What follows belongs to an exercise in optimizing a design on an open flow for small area; a production flow would make more cautious choices.
Where RTL was checked, it was by simulation tests only, not by an equivalence proof against the original.
Power figures rest on the tool's default switching activity, not on a simulated workload.

==> trial 8 <==
==> flow/design.v <==
`default_nettype none
package cpu_pkg;
  typedef enum logic [5:0] {
    op_rtype = 6'h00,
    op_beq   = 6'h04,
    op_bne   = 6'h05,
    op_addi  = 6'h08,
    op_slti  = 6'h0A,
    op_lw    = 6'h23,
    op_sw    = 6'h2B
  } opcode_e;
  localparam logic [6:0] fn_add = 7'h20;
  localparam logic [6:0] fn_sub = 7'h22;
  localparam logic [6:0] fn_slt = 7'h2A;
endpackage
`default_nettype wire
`default_nettype none
module pipeline_cpu (
  input  logic        clk,
  input  logic        nrst,
  input  logic [31:0] inst,
  input  logic [31:0] data_in,
  output logic [31:0] inst_addr,
  output logic [31:0] data_addr,
  output logic [31:0] data_out,
  output logic        data_wr
);
  logic [3:0]  t;               
  logic        clr;             
  logic [29:0] pc;              
  logic [31:0] a_sr;            
  logic [31:0] d_sr;            
  logic        cy;              
  logic        zf;              
  logic        wen;             
  logic [4:0]  wrd;
  logic        wld;             
  logic        wlt;             
  logic [31*32-1:0] rf;         
  logic [63:0]      rnext;      
  logic [5:0] op;
  logic [6:0] funct;
  logic       is_r, is_beq, is_bne, is_addi, is_slti, is_lw, is_sw;
  logic       use_imm, inv, pass, writes, is_lt;
  logic [4:0] rs1, rs2;
  logic [15:0] imm16;
  logic [1:0] imm_d;
  assign op      = inst[5:0];
  assign funct   = inst[31:25];
  assign is_r    = op == cpu_pkg::op_rtype;
  assign is_beq  = op == cpu_pkg::op_beq;
  assign is_bne  = op == cpu_pkg::op_bne;
  assign is_addi = op == cpu_pkg::op_addi;
  assign is_slti = op == cpu_pkg::op_slti;
  assign is_lw   = op == cpu_pkg::op_lw;
  assign is_sw   = op == cpu_pkg::op_sw;
  assign use_imm = is_addi | is_slti | is_lw | is_sw;
  assign inv     = (is_r & ((funct == cpu_pkg::fn_sub) | (funct == cpu_pkg::fn_slt))) |
                   is_slti | is_beq | is_bne;
  assign pass    = (is_r & ((funct == cpu_pkg::fn_add) | (funct == cpu_pkg::fn_sub))) |
                   is_addi | is_lw | is_sw;
  assign writes  = is_r | is_addi | is_slti | is_lw;
  assign is_lt   = (is_r & (funct == cpu_pkg::fn_slt)) | is_slti;
  assign rs1     = inst[19:15];
  assign rs2     = is_sw ? inst[10:6] : inst[24:20];     
  assign imm16   = {inst[31:20], inst[14:11]};
  assign imm_d   = t[3] ? {2{inst[31]}} : imm16[{t[2:0], 1'b0} +: 2];
  logic [1:0] wd;
  assign wd = clr ? 2'b00 :
              wld ? data_in[1:0] :
                    {a_sr[1], a_sr[0] | wlt};
  assign rnext[1:0] = 2'b00;
  for (genvar r = 1; r < 32; r++) begin : g_rf
    logic       we;
    logic [1:0] din;
    assign we  = clr | (wen & (wrd == 5'(r)));
    assign din = we ? wd : rf[(r-1)*32 +: 2];
    assign rnext[2*r +: 2] = din;
    always_ff @(posedge clk) begin
      rf[(r-1)*32 +: 32] <= {din, rf[(r-1)*32 + 2 +: 30]};
    end
  end
  logic [1:0] da, db, b, bi;
  assign da = rnext[{rs1, 1'b0} +: 2];
  assign db = rnext[{rs2, 1'b0} +: 2];
  logic       cin, c1, c2, zero_all, lt_now, taken;
  logic [1:0] s;
  assign b   = use_imm ? imm_d : db;
  assign bi  = b ^ {2{inv}};
  assign cin = (t == 4'd0) ? inv : cy;
  assign {c1, s[0]} = da[0] + bi[0] + cin;
  assign {c2, s[1]} = da[1] + bi[1] + c1;
  assign zero_all = ((t == 4'd0) | zf) & (s == 2'b00);
  assign lt_now   = da[1] ^ bi[1] ^ c2;
  assign taken    = (is_beq & zero_all) | (is_bne & ~zero_all);
  always_ff @(posedge clk) begin
    cy   <= c2;
    zf   <= zero_all;
    a_sr <= {s & {2{pass}}, wld ? data_in[31:2] : a_sr[31:2]};
    d_sr <= {db, d_sr[31:2]};
  end
  logic last;
  assign last = t == 4'd15;
  always_ff @(posedge clk) begin
    if (!nrst) begin
      t       <= '0;
      clr     <= 1'b1;
      pc      <= '0;
      wen     <= 1'b0;
      wld     <= 1'b0;
      wlt     <= 1'b0;
      data_wr <= 1'b0;
    end else begin
      t       <= t + 4'd1;
      wld     <= last & is_lw;
      wlt     <= last & is_lt & lt_now;
      data_wr <= last & is_sw;
      if (last) begin
        clr <= 1'b0;
        pc  <= pc + 30'd1 + (taken ? {{16{inst[31]}}, inst[31:25], inst[14:8]} : 30'd0);
        wen <= writes;
      end
    end
  end
  always_ff @(posedge clk) begin
    if (last) begin
      wrd <= inst[10:6];
    end
  end
  assign inst_addr = {pc, 2'b00};
  assign data_addr = a_sr;
  assign data_out  = d_sr;
endmodule
`default_nettype wire
==> flow/run.sh <==
#!/bin/bash
# synth_recipe.tcl (not shown) runs the flow's synth.tcl, then flattens the netlist and writes it again
# the make line also repeats each setting of config.mk as NAME=value (left out here)
make -C /OpenROAD-flow-scripts/flow DESIGN_CONFIG=/design/flow/config.mk WORK_HOME=/design/flow/orfs CLKGATE_MAP_FILE= SYNTH_SCRIPT=/design/flow/synth_recipe.tcl finish
==> flow/config.mk <==
export PLATFORM = sky130hd
export DESIGN_NAME = pipeline_cpu
export DESIGN_NICKNAME = pipeline_cpu
export VERILOG_FILES = /design/flow/design.v
export SDC_FILE = /design/flow/constraint.sdc
export NUM_CORES = 4
export LEC_CHECK = 0
export CAP_MARGIN = 20
export CORE_MARGIN = 2
export CORE_UTILIZATION = 40
export SLEW_MARGIN = 20
==> flow/constraint.sdc <==
create_clock -name core_clock -period 10.0 [get_ports {clk}]
set_input_delay 2.0000 -clock core_clock [delete_from_list [all_inputs] [get_ports {clk}]]
set_output_delay 2.0000 -clock core_clock [all_outputs]
set_load 0.01 [all_outputs]
==> build 16: changes against trial 8 <==
--- a/flow/design.v
+++ b/flow/design.v
@@ -71,2 +71,10 @@
                     {a_sr[1], a_sr[0] | wlt};
+  logic [3:0] we_hi;
+  logic [7:0] we_lo;
+  for (genvar i = 0; i < 4; i++) begin : g_hi
+    assign we_hi[i] = clr | (wen & (wrd[4:3] == 2'(i)));
+  end
+  for (genvar i = 0; i < 8; i++) begin : g_lo
+    assign we_lo[i] = clr | (wrd[2:0] == 3'(i));
+  end
   assign rnext[1:0] = 2'b00;
@@ -75,3 +83,3 @@
     logic [1:0] din;
-    assign we  = clr | (wen & (wrd == 5'(r)));
+    assign we  = we_hi[r / 8] & we_lo[r % 8];
     assign din = we ? wd : rf[(r-1)*32 +: 2];
@@ -101,4 +109,8 @@
   end
-  logic last;
-  assign last = t == 4'd15;
+  logic        last;
+  logic [29:0] pc_off;        
+  logic [30:0] pc_sum;        
+  assign last   = t == 4'd15;
+  assign pc_off = {{16{taken & last & inst[31]}}, {inst[31:25], inst[14:8]} & {14{taken & last}}};
+  assign pc_sum = {pc, last} + {pc_off, last};
   always_ff @(posedge clk) begin
@@ -114,2 +126,3 @@
       t       <= t + 4'd1;
+      pc      <= pc_sum[30:1];
       wld     <= last & is_lw;
@@ -119,3 +132,2 @@
         clr <= 1'b0;
-        pc  <= pc + 30'd1 + (taken ? {{16{inst[31]}}, inst[31:25], inst[14:8]} : 30'd0);
         wen <= writes;
==> flow/flow/run.sh (new file) <==
#!/bin/bash
# The standard layout with three changes: the synthesis maps logic with an
# area-oriented ABC script (flow/area.abc; registers are mapped before ABC and
# are untouched), ports get the smallest buffer, and the clock tree uses small
# buffers in large clusters without dummy loads (flow/knobs.sh).
set -euo pipefail
here=$(cd "$(dirname "${BASH_SOURCE[0]}")" && pwd)
work=$(pwd)
source "$here/knobs.sh"
cat > "$work/area_synth.tcl" <<EOT
proc abc {args} {
  set i [lsearch -exact \$args -script]
  if {\$i >= 0} {
    set args [lreplace \$args \$i [expr {\$i + 1}] -script $here/area.abc]
  }
  yosys abc {*}\$args
}
source $work/synth_recipe.tcl
EOT
bash standard.sh "SYNTH_SCRIPT=$work/area_synth.tcl" finish > standard_flow.log 2>&1
==> flow/flow/area.abc (new file) <==
strash
dc2
strash
dc2
&get -n
&dch -f
&nf
&put
==> flow/flow/knobs.sh (new file) <==
export BUFFER_PORTS_ARGS="-buffer_cell sky130_fd_sc_hd__buf_1"
export CTS_ARGS="-sink_clustering_enable -repair_clock_nets -dont_use_dummy_load -buf_list sky130_fd_sc_hd__clkbuf_4 -sink_clustering_size 10 -sink_clustering_max_diameter 50 -sink_buffer_max_cap_derate 1.0"
==> flow/standard.sh (new file) <==
#!/bin/bash
# synth_recipe.tcl (not shown) runs the flow's synth.tcl, then flattens the netlist and writes it again
# the make line also repeats each setting of config.mk as NAME=value (left out here)
make -C /OpenROAD-flow-scripts/flow DESIGN_CONFIG=/design/flow/config.mk WORK_HOME=/design/flow/orfs CLKGATE_MAP_FILE= SYNTH_SCRIPT=/design/flow/synth_recipe.tcl "${@:-finish}"
--- a/flow/config.mk
+++ b/flow/config.mk
@@ -9,3 +9,3 @@
 export CORE_MARGIN = 2
-export CORE_UTILIZATION = 40
+export CORE_UTILIZATION = 70
 export SLEW_MARGIN = 20
removed: flow/run.sh
==> run notes <==
- Trial 8 completed with no timing, DRC or antenna violations. Build 16 finished but failed the layout checks on negative setup slack.
- Non-clock buffer count: build 16 is higher than trial 8 (152).
- Between build 16 and trial 8, the lower critical path depth is in trial 8 (gap 24).
- Against build 16, the combinational power of trial 8 is larger by about 10%.
- Against build 16, the clock-buffer cell count of trial 8 is higher by 8.
- In build 16 the clock skew is higher than in trial 8, by 0.11 ns.
- Against trial 8, the fmax of build 16 is lower by about 10%.
- Of build 16 and trial 8, trial 8 has the higher die area (gap about 46%, measured against trial 8).
==> figures <==
Met2 WL post-DR: trial 8 25.6 mm; build 16 25.6 mm
Per-cell routed wire length: trial 8 17.9 µm; build 16 19.8 µm
Setup_tns: trial 8 0 ns; build 16 -0.0146 ns
Depth of the worst register-to-register path: trial 8 25; build 16 50
Routed vias/inst: trial 8 4.50; build 16 5.32
XOR/XNOR Fraction of Synth Area: trial 8 0.845%; build 16 0.134%
Largest driver fanout on the critical path: trial 8 16; build 16 18
Placer Congestion: trial 8 0.898; build 16 0.896
Standard cell with the maximum stage delay on the critical path: trial 8 clkdlybuf4s50_1; build 16 mux4_2
Register clock-pin slew on the reported worst setup and hold paths: trial 8 0.06 ns; build 16 0.10 ns
Reg-to-reg startpoint: trial 8 wen$_SDFFE_PN0N_; build 16 wrd[2]$_DFFE_PP_
Drt total wl: trial 8 57.4 mm; build 16 53.4 mm
Source-to-sink clock delay at the later pin of the worst-skew pair: trial 8 0.64 ns; build 16 0.88 ns
Buffers, non-clock: trial 8 194; build 16 346
Status: trial 8 no timing/DRC/antenna violations; build 16 finished with violations
Violated checks: trial 8 -; build 16 negative setup slack
For build 16, only the layout was checked, not whether the RTL still works.

-- static timing again, ports no longer ideal --
The results above use ideal ports. As a check the final layouts listed here were re-extracted and re-timed, cells and wires unchanged. Step 1, drivers: a clkbuf_16 drives clk and a buf_2 each remaining input, both assumed. Step 2 adds t to the input delays and takes it off the output delays; t is the mean of the earliest and latest rising clock arrival at the registers after step 1. Input paths then give back, and output paths get back, about the clock's delay inside the block. Slacks: ideal ports / drivers / drivers and shift; pairs: ideal ports / drivers.
run	t (ns)	setup slack, ns	latest minus earliest clock arrival (ns)	slew at the worst register clock pin (ns)
trial 8	0.689	0.952 / 0.979 / 0.290	0.030 / 0.029	0.07 / 0.07
build 16	0.871	-0.015 / -0.015 / -0.885	0.136 / 0.137	0.12 / 0.12
The setup slack of build 16, which loses most, moves by 0.000 ns with the drivers and by -0.870 ns with both steps.
